This design comes from an exercise in tuning for small area on the open sky130 flow, not from production work. Function was checked by simulation only, so behaviour that the tests miss may differ from the original. Power is estimated from default activity; no workload was simulated.

## design/flow/design.v

```verilog
package spi_reg_pkg;
  localparam int ADDRSZ_DEF  = 7;
  localparam int PAYLOAD_DEF = 8;
  localparam logic [7:0] ID_VAL_DEF = 8'hA5;
  typedef enum logic [1:0] {
    IDLE,
    RD_HOLD,
    WR_WAIT,
    DONE
  } state_t;
endpackage
module spi_reg_mem
#(
  parameter int                 ADDRSZ  = spi_reg_pkg::ADDRSZ_DEF,
  parameter int                 PAYLOAD = spi_reg_pkg::PAYLOAD_DEF,
  parameter logic [PAYLOAD-1:0] RST_VAL = '0,
  parameter logic [PAYLOAD-1:0] ID_VAL  = PAYLOAD'(spi_reg_pkg::ID_VAL_DEF)
) (
  input  logic               clk,
  input  logic               reset,
  input  logic               spi_we,
  input  logic [ADDRSZ-1:0]  spi_waddr,
  input  logic [PAYLOAD-1:0] spi_wdata,
  input  logic [ADDRSZ-1:0]  spi_raddr,
  output logic [PAYLOAD-1:0] spi_rdata,
  input  logic               loc_we,
  input  logic [ADDRSZ-1:0]  loc_addr,
  input  logic [PAYLOAD-1:0] loc_wdata,
  output logic [PAYLOAD-1:0] loc_rdata,
  output logic               collision
);
  localparam int DEPTH = 2 ** ADDRSZ;
  logic [PAYLOAD-1:0] mem [DEPTH];
  logic               loc_ok;
  logic               clash;
  logic               loc_we_eff;
  logic [PAYLOAD-1:0] loc_rd_val;
  assign loc_ok     = 1'b1;
  assign spi_rdata  = mem[spi_raddr];
  assign loc_rd_val = mem[loc_addr];
  assign clash      = spi_we & loc_we & loc_ok & (spi_waddr == loc_addr);
  assign loc_we_eff = loc_we & loc_ok & ~clash;
  always_ff @(posedge clk) begin
    if (reset) begin
      for (int i = 0; i < DEPTH; i++) mem[i] <= RST_VAL;
      loc_rdata <= '0;
      collision <= 1'b0;
    end else begin
      if (spi_we)     mem[spi_waddr] <= spi_wdata;
      if (loc_we_eff) mem[loc_addr]  <= loc_wdata;
      loc_rdata <= loc_rd_val;
      collision <= clash;
    end
  end
endmodule
module spi_reg_bank
#(
  parameter int                 ADDRSZ  = spi_reg_pkg::ADDRSZ_DEF,
  parameter int                 PAYLOAD = spi_reg_pkg::PAYLOAD_DEF,
  parameter logic [PAYLOAD-1:0] RST_VAL = '0,
  parameter logic [PAYLOAD-1:0] ID_VAL  = PAYLOAD'(spi_reg_pkg::ID_VAL_DEF)
) (
  input  logic               clk,
  input  logic               reset,
  input  logic [ADDRSZ-1:0]  addr,
  input  logic               addr_dv,
  input  logic [PAYLOAD-1:0] rx_d,
  input  logic               rxdv,
  input  logic               rw_out,
  output logic [PAYLOAD-1:0] tx_d,
  output logic               tx_en,
  input  logic [ADDRSZ-1:0]  loc_addr,
  input  logic               loc_we,
  input  logic [PAYLOAD-1:0] loc_wdata,
  output logic [PAYLOAD-1:0] loc_rdata,
  output logic               wr_strobe,
  output logic [ADDRSZ-1:0]  wr_addr,
  output logic               loc_collision
);
  spi_reg_pkg::state_t             state, state_nxt;
  logic               addr_dv_q, rxdv_q;
  logic               adv_re, adv_fe, rxdv_re;
  logic [ADDRSZ-1:0]  addr_hold;
  logic               capture, rd_load, rd_clear, spi_commit, addr_ok;
  logic [PAYLOAD-1:0] spi_rdata;
  assign adv_re  = addr_dv & ~addr_dv_q;
  assign adv_fe  = ~addr_dv & addr_dv_q;
  assign rxdv_re = rxdv & ~rxdv_q;
  assign addr_ok = 1'b1;
  always_comb begin
    state_nxt  = state;
    capture    = 1'b0;
    rd_load    = 1'b0;
    rd_clear   = 1'b0;
    spi_commit = 1'b0;
    unique case (state)
      spi_reg_pkg::IDLE: begin
        if (adv_re) begin
          capture = 1'b1;
          if (rw_out) begin
            rd_load   = 1'b1;
            state_nxt = spi_reg_pkg::RD_HOLD;
          end else begin
            state_nxt = spi_reg_pkg::WR_WAIT;
          end
        end
      end
      spi_reg_pkg::RD_HOLD: begin
        if (adv_fe) begin
          rd_clear  = 1'b1;
          state_nxt = spi_reg_pkg::IDLE;
        end
      end
      spi_reg_pkg::WR_WAIT: begin
        if (rxdv_re) begin
          spi_commit = addr_ok;
          state_nxt  = adv_fe ? spi_reg_pkg::IDLE : spi_reg_pkg::DONE;
        end else if (adv_fe) begin
          state_nxt = spi_reg_pkg::IDLE;
        end
      end
      spi_reg_pkg::DONE: begin
        if (adv_fe) state_nxt = spi_reg_pkg::IDLE;
      end
      default: state_nxt = spi_reg_pkg::IDLE;
    endcase
  end
  always_ff @(posedge clk) begin
    if (reset) begin
      state     <= spi_reg_pkg::IDLE;
      addr_dv_q <= 1'b0;
      rxdv_q    <= 1'b0;
      addr_hold <= '0;
      tx_d      <= '0;
      tx_en     <= 1'b0;
      wr_strobe <= 1'b0;
      wr_addr   <= '0;
    end else begin
      state     <= state_nxt;
      addr_dv_q <= addr_dv;
      rxdv_q    <= rxdv;
      if (capture) addr_hold <= addr;
      if (rd_load) begin
        tx_d  <= spi_rdata;
        tx_en <= 1'b1;
      end else if (rd_clear) begin
        tx_d  <= '0;
        tx_en <= 1'b0;
      end
      wr_strobe <= spi_commit;
      if (spi_commit) wr_addr <= addr_hold;
    end
  end
  spi_reg_mem #(
    .ADDRSZ  (ADDRSZ),
    .PAYLOAD (PAYLOAD),
    .RST_VAL (RST_VAL),
    .ID_VAL  (ID_VAL)
  ) u_mem (
    .clk       (clk),
    .reset     (reset),
    .spi_we    (spi_commit),
    .spi_waddr (addr_hold),
    .spi_wdata (rx_d),
    .spi_raddr (addr),
    .spi_rdata (spi_rdata),
    .loc_we    (loc_we),
    .loc_addr  (loc_addr),
    .loc_wdata (loc_wdata),
    .loc_rdata (loc_rdata),
    .collision (loc_collision)
  );
endmodule
```

## design/flow/run.sh

```bash
#!/bin/bash
# synth_recipe.tcl (not shown) runs the flow's synth.tcl, then flattens the netlist and writes it again
# the make line also repeats each setting of config.mk as NAME=value (left out here)
make -C /OpenROAD-flow-scripts/flow DESIGN_CONFIG=/design/flow/config.mk WORK_HOME=/design/flow/orfs CLKGATE_MAP_FILE= SYNTH_SCRIPT=/design/flow/synth_recipe.tcl finish
```

## design/flow/config.mk

```make
export PLATFORM = sky130hd
export DESIGN_NAME = spi_reg_bank
export DESIGN_NICKNAME = spi_reg_bank
export VERILOG_FILES = /design/flow/design.v
export SDC_FILE = /design/flow/constraint.sdc
export NUM_CORES = 4
export LEC_CHECK = 0
export CAP_MARGIN = 20
export CORE_MARGIN = 2
export CORE_UTILIZATION = 30
export SLEW_MARGIN = 20
```

## design/flow/constraint.sdc

```tcl
create_clock -name core_clock -period 6.0 [get_ports {clk}]
set_input_delay 1.2000 -clock core_clock [delete_from_list [all_inputs] [get_ports {clk}]]
set_output_delay 1.2000 -clock core_clock [all_outputs]
set_load 0.01 [all_outputs]
```

==> summary.txt <==
-- cell type report --
| cell class | count | area share [%] |
|---|---|---|
| antenna | 15 | 0.05389 |
| clock buffer | 133 | 4.502 |
| clock inverter | 85 | 1.484 |
| inverter | 7 | 0.03952 |
| multi-input combinational | 3182 | 40.15 |
| sequential | 1061 | 45.21 |
| tap | 2688 | 4.829 |
| timing repair buffer | 275 | 3.729 |
-- report_power, final --
| group | internal, mW | switching [mW] | total (mW) |
|---|---|---|---|
| clock | 4.59 | 3.33 | 7.93 |
| combinational | 0.727 | 1.79 | 2.52 |
| sequential | 8.42 | 0.333 | 8.75 |
-- cell usage in the layout, fill, tap and decap left out, types with 10 or more instances in the layout --
cell type and instances:
a22o_1 1054, edfxtp_1 1024, mux2i_1 333, mux4_2 225, nor2_1 216, buf_4 183, nand2_1 143, or3_1 132
a22oi_1 132, clkbuf_16 123, a21oi_1 112, a221oi_1 101, nor2_2 94, o22ai_1 89, mux2_2 85, o21ai_0 77
o221ai_1 40, dfxtp_1 37, clkdlybuf4s50_1 34, a221o_1 29, buf_12 29, nand3_1 22, clkinv_2 19, bufinv_16 19
a211oi_1 18, o2bb2ai_1 17, clkinv_1 17, buf_6 17, diode_2 15, nor2b_1 15, nand2b_1 15, a31oi_1 15
nor3_1 14, nor2_4 13, o22a_1 13, a41oi_1 11, inv_6 10, clkinvlp_4 10
-- registers in the layout, indices dropped and copies added, names as in the netlist --
name	cells
addr_dv_q	1
u_mem.mem	1024
state	2
u_mem.loc_rdata	8
wr_addr	7
wr_strobe	1
tx_en	1
tx_d	8
u_mem.collision	1
rxdv_q	1
addr_hold	7
-- layer usage --
layer  part of all wire, %  routed length (um)  up-vias
li1                      -                   -    19760
met1                    35              108500    26630
met2                    42              129400     5410
met3                    16               48520     1244
met4                   7.8               24310       40
met5                 0.088                 273        -
-- tightest hold or removal path, cell delays in order (launching register included) --
cell	delay, ps
dfxtp_1	320
nand2_1	60
a21oi_1	50
-- cell families after synthesis --
group / synth area share (%)
DFF: 50.75
buffers and inverters: 4.379
and+or+nand+nor: 6.404
AOI/OAI and AO/OA: 23.17
xor gates and xnor gates: 0.09880
muxes: 15.21
-- worst paths after layout --
check / endpoint / slack (ps)
min: wr_addr[6] / 470
max reg2reg: u_mem.mem[119][0] / 1710
min reg2reg: wr_addr[6] / 470
max: u_mem.mem[119][0] / 1380
==> summary.txt <==
Hold path
  • Hold Crit Depth: 2
  • Hold WC Path Type: flop to flop
  • Min-Delay Startpoint: wr_addr[6]

Clock tree
  • Clk latency of the worst-skew pair: 810 ps
  • Clock transition at the registers of the reported paths: about 70 ps
  • TritonCTS clock tree: yes
  • Clk sink count: 1061
  • Total CTS buffers: ~120
  • Clock Root Buffer: clkbuf_16
  • Setup bufs post-CTS: 0
  • Post-CTS Hold Buffers: 0
  • Clock buffer depth: 3
  • H-tree levels: 3
  • Post-cts sizing count: 0

Worst setup path
  • Arr. time, crit path: approximately 5000 ps
  • R2r startpoint: addr_hold[5]
  • CP max stage cell: nand2_2
  • Stages on worst setup path: 8
  • Critical Setup Path Class: input pin to flop
  • Worst endpoint required time: approximately 6500 ps
  • CP peak stage delay: ~800 ps
  • CP Max Fanout: 12
  • Crit path max-delay family: simple AND/OR/NAND/NOR gates
  • Worst Setup End Kind: flop
  • Crit start category: input pin
  • CP startpoint: loc_addr[5]
  • Critical path cell sequence: clkdlybuf4s50_1, xnor2_1, nand4_1, o311a_1, nand2_2, buf_4, nor2_2, or3_1
  • WP buf/inv: 2
  • Reg2Reg Depth: 7

Synth
  • Mapped Cells: 4784
  • Sequential share of the synthesized area: between 50 and 60%
  • Unique masters post-synth: 80
  • EDFF count, synth: 1024
  • Avg Cell Area, Syn: 12.97 um^2
  • Synthesized Nets: 4820
  • Synth area leaders: edfxtp_1 50%, a22o_1 15%, mux4_2 8.2%, mux2i_1 5.4%, clkbuf_1 2.0%
  • Synth area leader: edfxtp_1
  • Cell with the most instances after synthesis: a22o_1
  • Top cells by count, synth: 1054 x a22o_1, 1024 x edfxtp_1, 333 x mux2i_1
  • Synth warn: 2
  • FFs w/ async S/R, synth: 0%
  • Synth Register Bits: 1061
  • Post-Syn Area: 62050 um^2
  • Synth top area share: between 40% and 50%
  • Top FF cell, synth: edfxtp_1

Placed design
  • DP Cell Count: 7211
  • Post-DP HPWL: 201.0 mm
  • DP Worst Slack: approximately 490 ps
  • GPL Wtd Cong: 1.070
  • Port bufs: 61
  • DP Area: about 65000 um^2

Global route
  • Global Route Usage Sum: roughly 28%
  • Antenna violations before repair: 32
  • Met1 track demand over resource: 35.58%
  • Largest net degree at the start of global routing: 86
  • Gr ovfl total: 0
  • GRT met2 Usage: 40.65%
  • GRT Max-Usage Layer: met2
  • Vias in the first global route: 47670
  • GRT met3 Usage: approximately 11%
  • First-pass GRT wire length: 417.8 mm

Drt
  • Initial DRC Count: 9805
  • Antenna-violating nets left: 0
  • DR vias: around 53000
  • DRT Wirelength: between 300 and 400 mm
  • Drt drc: 0
  • Via/cell ratio: 7.130
  • DRT Pass-1 Iters: 8
  • Drt wl/cell: 41.76 um

Finish
  • Register area: between 30000 and 40000 um^2
  • Fillcell total: 19930
  • Layout Cells excl Fill: 7446
  • Final core occ: approximately 34%
  • Post-route cell area: 69650 um^2
  • Share of cells above drive strength 1: 19.08%
  • NumNets Final: 4680
  • Multi-input logic area: 27970 um^2
  • Area growth, synth to finish: 12.24%

Timing
  • Fin crit period: around 4600 ps
  • Final hold slack: 470.3 ps
  • Fmax: 216.6 MHz
  • Fin crit share: approximately 77%
  • RSZ-0062 raised after global routing: false
  • Final hold vios: 0
  • Slew HR: 11.46%
  • Min setup slack post-route: around 1400 ps
  • Setup violators final: 0
  • Worst slew pin tran: 1323 ps
  • TNS Setup: 0 ps
  • Clock skew: 46.99 ps
  • Max-slew violations: 0

Floorplanning
  • Initial Util: between 30% and 40%
  • Die width: 458.8 um
  • Core area: about 210000 um^2
  • Die ar.: 210500 um^2
  • Vert. Die Dim: 458.8 um
  • Boundary Pins: 62
  • Core Rows: around 170

Power
  • Worst ir drop on vdd: around 0.26 mV
  • Tot Pwr: 19.20 mW
  • PwrDens: 275.6 nW/um^2
  • Leakage: 23.77 nW

Flow run
  • Max cap viols: 0

Outcome
  • Status: complete, no violations

port drivers added, routing unchanged:
The flow's constraints put no driver on any port. The routed layout listed below was extracted and timed again, unchanged, in two steps. Step 1, drivers: a clkbuf_16 drives clk and a buf_2 each remaining input, both assumed. Step 2 moves the port delays by t, midway between the first and last clock arrival at a register: inputs arrive t later, outputs are due t later. That takes back most of the time a late clock gives input paths. Three values: no drivers, after step 1, after step 2; two values: the first two.
t, ns: 0.873
setup slack, ns: 1.384 / 1.447 / 0.574
clock arrival spread, ns: 0.049 / 0.049
worst slew at a driven data input, ns: 0.17
After both steps this run still meets setup and hold. The setup slack of this run moves by +0.063 ns with the drivers and by -0.810 ns with both steps.
